Background: an optimization exercise with open tools, aiming at small area and a short achievable clock period. Do not read the settings as production practice. Function was checked by simulation only, so behaviour that the tests miss may differ from the original. No driver is modelled on the clock port, so clocking that relies on it looks cheaper here than on a real chip. Power figures rest on the tool's default switching activity, not on a simulated workload.

run A:
// spidergon_node
module spidergon_node #(
	parameter logic [noc_pkg::node_w-1:0] node_id = 0
) (
	input logic clk,
	input logic reset,
	input logic [noc_pkg::flit_w-1:0] in_flit_across,
	input logic [noc_pkg::flit_w-1:0] in_flit_clockwise,
	input logic [noc_pkg::flit_w-1:0] in_flit_anticlockwise,
	input logic [noc_pkg::num_ports-1:0] in_valid,
	output logic [noc_pkg::num_ports*noc_pkg::num_vcs-1:0] vc_free,
	output logic [noc_pkg::num_ports*noc_pkg::num_vcs-1:0] vc_full,
	output logic [noc_pkg::flit_w-1:0] out_flit_across,
	output logic [noc_pkg::flit_w-1:0] out_flit_clockwise,
	output logic [noc_pkg::flit_w-1:0] out_flit_anticlockwise,
	output logic [noc_pkg::num_ports-1:0] out_valid,
	input logic [noc_pkg::num_ports*noc_pkg::num_vcs-1:0] adj_vc_free,
	input logic [noc_pkg::num_ports*noc_pkg::num_vcs-1:0] adj_vc_full,
	output logic [noc_pkg::flit_w-1:0] eject_flit,
	output logic eject_valid
);
	localparam int nb = 6;
	localparam int sw = 17;
	logic [2:0][noc_pkg::flit_w-1:0] in_f;
	assign in_f[0] = in_flit_anticlockwise;
	assign in_f[1] = in_flit_clockwise;
	assign in_f[2] = in_flit_across;
	logic [nb-1:0][sw-1:0] mem0, mem1;
	logic [nb-1:0] rd;        
	logic [nb-1:0] ne;        
	logic [nb-1:0] full;
	logic [nb-1:0] free;      
	logic [nb-1:0][1:0] ldir;
	logic [nb-1:0] wr_en;
	logic [nb-1:0] deq;
	logic [nb-1:0][1:0] fk;   
	logic [nb-1:0][2:0] fdest;
	logic [nb-1:0] head;      
  ...
Size in the first run: roughly 310 flip-flops, ~160 I/O pins, roughly 15000 um2 of cells after synthesis.
Settings: LEC_CHECK=0, CAP_MARGIN=20, CORE_MARGIN=2, CORE_UTILIZATION=60, SETUP_SLACK_MARGIN=2.5, SLEW_MARGIN=20; clock period 6.0 ns.
standard.sh (not shown) runs the stock make flow with config.mk's settings and CLKGATE_MAP_FILE= SYNTH_SCRIPT=/design/flow/synth_recipe.tcl, a recipe that flattens the netlist after the stock synthesis.
==> flow/flow/run.sh <==
#!/bin/bash
# The standard layout, with plain buf_2 cells as the port buffers instead of the
# delay-cell buffers buffer_ports would pick; every port still gets its own buffer
set -euo pipefail
export BUFFER_PORTS_ARGS="-buffer_cell sky130_fd_sc_hd__buf_2"
bash standard.sh > standard_flow.log 2>&1
Run A finished every stage and its layout cleared the timing, DRC and antenna checks.
What run B does differently from run A at the input level:
Settings: SETUP_SLACK_MARGIN changed from 2.5 to 2.8; PLACE_DENSITY newly set to 0.75; CTS_CLUSTER_DIAMETER newly set to 100; CTS_CLUSTER_SIZE newly set to 20; TNS_END_PERCENT newly set to 0.
==> flow/flow/run.sh <==
#!/bin/bash
# The standard layout with two changes: plain buf_2 cells as the port buffers (every
# port still gets its own buffer), and before clock tree synthesis the flip-flops that
# drive many loads are given a stronger drive (same cell type, dfxtp_1 -> dfxtp_4)
set -euo pipefail
here=$(pwd)
export BUFFER_PORTS_ARGS="-buffer_cell sky130_fd_sc_hd__buf_2"
export PRE_CTS_TCL="$here/flow/upsize.tcl"
export UPSIZE_FANOUT=8
bash standard.sh > standard_flow.log 2>&1
==> flow/flow/upsize.tcl (new file) <==
# size up weak flip-flops that drive many loads (drive strength only, same cell type)
set n 0
foreach inst [all_registers] {
  set master [get_property $inst ref_name]
  if {$master eq "sky130_fd_sc_hd__dfxtp_1"} {
    set q [get_pins -of_objects $inst -filter "direction==output"]
    set fo [llength [get_pins -of_objects [get_nets -of_objects $q] -filter "direction==input"]]
    if {$fo >= $::env(UPSIZE_FANOUT)} { replace_cell $inst sky130_fd_sc_hd__dfxtp_4; incr n }
  }
}
puts "upsized $n flip-flops"
### Flow results
Compared run B vs run A, and critical path depth is up in run B. Synthesized cell count: run B vs run A identical. On wire length, run B does worse than run A. Looking only at cell count, and setting everything else aside, the higher value of run B and run A goes to run B. The final layout from run B, which completed every stage, passed the timing, DRC and antenna checks at the end of the flow. Compared with run A, run B has extra setup slack. From run B to run A, multiplexer area fraction after synthesis did not move at all. met5 as the top routing layer in use was reported by run B, and met4 by run A.
The inputs of run C differ from those of run B as listed below.
Settings: clearing CTS_CLUSTER_SIZE, which used to be 20; swapping 2.8 for 3.5 in SETUP_SLACK_MARGIN; swapping 60 for 40 in CORE_UTILIZATION; clearing TNS_END_PERCENT, which used to be 0; clearing CTS_CLUSTER_DIAMETER, which used to be 100; clearing PLACE_DENSITY, which used to be 0.75.
==> flow/run.sh (new file) <==
#!/bin/bash
# synth_recipe.tcl (not shown) runs the flow's synth.tcl, then flattens the netlist and writes it again
# the make line also repeats each setting of config.mk as NAME=value (left out here)
make -C /OpenROAD-flow-scripts/flow DESIGN_CONFIG=/design/flow/config.mk WORK_HOME=/design/flow/orfs CLKGATE_MAP_FILE= SYNTH_SCRIPT=/design/flow/synth_recipe.tcl finish
removed: flow/flow/run.sh
removed: flow/flow/upsize.tcl
removed: flow/standard.sh
[summary]
Switching fraction of total power ends up higher on run B.
[run C] post-synthesis to final-layout area growth rose 36 points relative to run B
Relative to run B, run C improves slack of the critical path.
Critical path depth came out lower on run C than on run B.
Run C supports a higher top clock frequency than run B.

========
== onyx ==
The RTL this note starts from:
==> flow/design.v <==
package noc_pkg;
	localparam int num_nodes = 8;
	localparam int node_w = $clog2(num_nodes);
	localparam int num_ports = 3;
	localparam int num_vcs = 2;
	localparam int vc_w = $clog2(num_vcs);
	localparam int vc_depth = 2;
	localparam int flit_data_w = 15;
	localparam int flit_w = 2 + vc_w + flit_data_w;
	localparam int kind_lsb = vc_w + flit_data_w;
	localparam int vc_lsb = flit_data_w;
	localparam logic [1:0] port_anticlockwise = 2'd0;
	localparam logic [1:0] port_clockwise = 2'd1;
	localparam logic [1:0] port_across = 2'd2;
	localparam logic [1:0] port_local = 2'd3;
	localparam logic [1:0] kind_tail = 2'b00;
	localparam logic [1:0] kind_head = 2'b01;
	localparam logic [1:0] kind_body = 2'b10;
	localparam logic [1:0] kind_header = 2'b11;
	function automatic logic [1:0] route_dir(input logic [2:0] dest,
		input logic [2:0] cur);
		logic [2:0] d;
		d = dest - cur;
		case (d)
			3'd0: route_dir = port_local;
			3'd1, 3'd2: route_dir = port_clockwise;
			3'd6, 3'd7: route_dir = port_anticlockwise;
			default: route_dir = port_across;
		endcase
	endfunction
endpackage
`timescale 1ns/100ps
module spidergon_node #(
	parameter logic [noc_pkg::node_w-1:0] node_id = 0
) (
	input logic clk,
	input logic reset,
	input logic [noc_pkg::flit_w-1:0] in_flit_across,
	input logic [noc_pkg::flit_w-1:0] in_flit_clockwise,
	input logic [noc_pkg::flit_w-1:0] in_flit_anticlockwise,
	input logic [noc_pkg::num_ports-1:0] in_valid,
	output logic [noc_pkg::num_ports*noc_pkg::num_vcs-1:0] vc_free,
	output logic [noc_pkg::num_ports*noc_pkg::num_vcs-1:0] vc_full,
	output logic [noc_pkg::flit_w-1:0] out_flit_across,
	output logic [noc_pkg::flit_w-1:0] out_flit_clockwise,
	output logic [noc_pkg::flit_w-1:0] out_flit_anticlockwise,
	output logic [noc_pkg::num_ports-1:0] out_valid,
	input logic [noc_pkg::num_ports*noc_pkg::num_vcs-1:0] adj_vc_free,
	input logic [noc_pkg::num_ports*noc_pkg::num_vcs-1:0] adj_vc_full,
	output logic [noc_pkg::flit_w-1:0] eject_flit,
	output logic eject_valid
);
	localparam int nb = 6;
	localparam int sw = 17;
	logic [2:0][noc_pkg::flit_w-1:0] in_f;
	assign in_f[0] = in_flit_anticlockwise;
	assign in_f[1] = in_flit_clockwise;
	assign in_f[2] = in_flit_across;
	logic [nb-1:0][sw-1:0] mem0, mem1;
	logic [nb-1:0] rd;        
	logic [nb-1:0] ne;        
	logic [nb-1:0] full;
	logic [nb-1:0] free;      
	logic [nb-1:0][1:0] ldir;
	logic [nb-1:0] wr_en;
	logic [nb-1:0] deq;
	logic [nb-1:0][1:0] fk;   
	logic [nb-1:0][2:0] fdest;
	logic [nb-1:0] head;      
	logic [nb-1:0][1:0] dir;
	logic [nb-1:0][sw-1:0] back;
	logic [3:0][nb-1:0] sel_q;
	logic [3:0][nb-1:0] lk;
	logic [3:0][nb-1:1] mask;
	logic [3:0][nb-1:0] req;
	logic [3:0][nb-1:0] grant;
	for (genvar b = 0; b < nb; b++)
	begin : g_buf
		localparam int p = b / 2;
		localparam int v = b % 2;
		logic [sw-1:0] fr;
		assign wr_en[b] = in_valid[p] && (in_f[p][15] == v) && !full[b];
		assign fr = rd[b] ? mem1[b] : mem0[b];
		assign back[b] = rd[b] ? mem0[b] : mem1[b];
		assign fk[b] = fr[16:15];
		assign fdest[b] = fr[14:12];
		assign head[b] = fk[b][0];
		assign dir[b] = head[b] ? noc_pkg::route_dir(fdest[b], node_id) : ldir[b];
		always_ff @(posedge clk)
		begin
			if (wr_en[b] && !(rd[b] ^ ne[b]))
				mem0[b] <= {in_f[p][17:16], in_f[p][14:0]};
			if (wr_en[b] && (rd[b] ^ ne[b]))
				mem1[b] <= {in_f[p][17:16], in_f[p][14:0]};
		end
		always_ff @(posedge clk)
		begin
			if (reset)
			begin
				rd[b] <= 1'b0;
				ne[b] <= 1'b0;
				full[b] <= 1'b0;
				free[b] <= 1'b1;
				ldir[b] <= noc_pkg::port_local;
			end
			else
			begin
				rd[b] <= rd[b] ^ deq[b];
				ne[b] <= wr_en[b] || (ne[b] && !(deq[b] && !full[b]));
				full[b] <= full[b] ? !deq[b] : (ne[b] && wr_en[b] && !deq[b]);
				if (wr_en[b] && in_f[p][16])
					free[b] <= 1'b0;
				else if (deq[b] && (fk[b][1] == fk[b][0]))
					free[b] <= 1'b1;
				if (deq[b] && fk[b] == noc_pkg::kind_head)
					ldir[b] <= dir[b];
			end
		end
		assign deq[b] = grant[0][b] | grant[1][b] | grant[2][b] | grant[3][b];
	end
	assign vc_free = free;
	assign vc_full = full;
	for (genvar o = 0; o < 4; o++)
	begin : g_out
		logic [nb-1:0] hi;
		logic [nb-1:0] sel;
		logic [nb-1:0] kill;
		logic [sw-1:0] of;
		for (genvar b = 0; b < nb; b++)
		begin : g_req
			logic ok_lock;
			logic ok_flow;
			assign ok_lock = !(|lk[o]) || lk[o][b];
			if (o == 3)
				assign ok_flow = 1'b1;
			else
				assign ok_flow = !adj_vc_full[o*2 + b%2] && (!head[b] || adj_vc_free[o*2 + b%2]);
			assign req[o][b] = ne[b] && (dir[b] == o) && ok_lock && ok_flow;
		end
		assign hi = req[o] & {mask[o], 1'b0};
		assign sel = (|hi) ? hi : req[o];
		assign kill[0] = 1'b0;
		for (genvar b = 1; b < nb; b++)
		begin : g_kill
			assign kill[b] = kill[b-1] | sel[b-1];
		end
		assign grant[o] = sel & ~kill;
		always_ff @(posedge clk)
		begin
			if (reset)
			begin
				sel_q[o] <= '0;
				lk[o] <= '0;
				mask[o] <= '0;
			end
			else
			begin
				sel_q[o] <= grant[o];
				for (int b = 0; b < nb; b++)
				begin
					if (grant[o][b])
						lk[o][b] <= (fk[b] == noc_pkg::kind_head) ||
							(fk[b] != noc_pkg::kind_tail && lk[o][b]);
				end
				if (|req[o])
					mask[o] <= kill[nb-1:1];
			end
		end
		always_comb
		begin
			of = '0;
			for (int b = 0; b < nb; b++)
				if (sel_q[o][b])
					of = of | back[b];
		end
		assign g_out_flit[o] = {of[16:15], sel_q[o][1] | sel_q[o][3] | sel_q[o][5], of[14:0]};
		assign g_out_valid[o] = |sel_q[o];
	end
	logic [3:0][noc_pkg::flit_w-1:0] g_out_flit;
	logic [3:0] g_out_valid;
	assign out_flit_anticlockwise = g_out_flit[0];
	assign out_flit_clockwise = g_out_flit[1];
	assign out_flit_across = g_out_flit[2];
	assign eject_flit = g_out_flit[3];
	assign out_valid = g_out_valid[2:0];
	assign eject_valid = g_out_valid[3];
endmodule
clock: 6.0 ns
lec_check: 0
cap_margin: 20
core_margin: 2
core_utilization: 40
setup_slack_margin: 2.5
slew_margin: 20
run.sh (not shown) runs the stock make flow with config.mk's settings and CLKGATE_MAP_FILE= SYNTH_SCRIPT=/design/flow/synth_recipe.tcl, a recipe that flattens the netlist after the stock synthesis.
Stock flow here: none of the scripts above is used.
--- input diff onyx..garnet ---
- SETUP_SLACK_MARGIN: 2.5 -> 3.5
Notes after the runs:
From onyx to garnet the numbers moved as follows: number of global-route vias before repair saw an increase, number of optimization iterations in the first detailed-route pass saw a decrease, post-route total power saw an increase, number of non-clock buffers saw an increase, global-route wire length before repair saw an increase.
Delta (garnet minus onyx): number of stages on the worst setup path now sits higher; initial antenna violation count now sits lower; synthesized cell count now sits at about the same level; detailed-route wire length now sits higher.
For onyx, the cell with the largest stage delay on the worst path was sky130_fd_sc_hd__or4_4, unlike garnet, where it was sky130_fd_sc_hd__a211oi_2.
#### Input delta (amber over garnet)
- SETUP_SLACK_MARGIN: 3.5 -> unset
- Re static leakage: garnet and amber aren't equal, and the lower value belongs to amber.
- Compared with garnet, in amber design area has decreased; routed wire length has decreased.
- | clock skew | amber vs garnet | better |

[static timing again, ports no longer ideal]
The flow's constraints put no driver on any port. The routed layouts listed below were extracted and timed again, unchanged, in two steps.
Step 1: set_driving_cell puts a clkbuf_16 on clk and a buf_2 on each other input, an assumption about the parent block.
Step 2 times the ports against the registers' clock, not the clock port: input delays grow and output delays shrink by t, the midpoint of the rising clock arrivals with the driver on.
a / b / c = no drivers / after step 1 / after step 2; a / b = the first two.
run | t, ns | slack for setup (ns) | worst setup path after step 2 | worst slew at a driven data input, ns | cell pins on the clock port's net
run A | 0.559 | 2.499 / 2.468 / 2.224 | input to register | 0.10 | 1
run B | 0.569 | 2.630 / 2.603 / 2.336 | input to register | 0.10 | 1
run C | 0.591 | 2.712 / 2.700 / 2.222 | input to register | 0.07 | 1
onyx | 0.589 | 2.443 / 2.438 / 1.885 | input to register | 0.07 | 1
garnet | 0.609 | 2.542 / 2.542 / 2.021 | input to register | 0.07 | 1
amber | 0.591 | 1.505 / 1.505 / 1.186 | input to register | 0.06 | 1
After both steps every run listed still meets setup and hold. For onyx, which loses most, drivers alone change the setup slack by -0.005 ns; drivers and shift together by -0.558 ns.
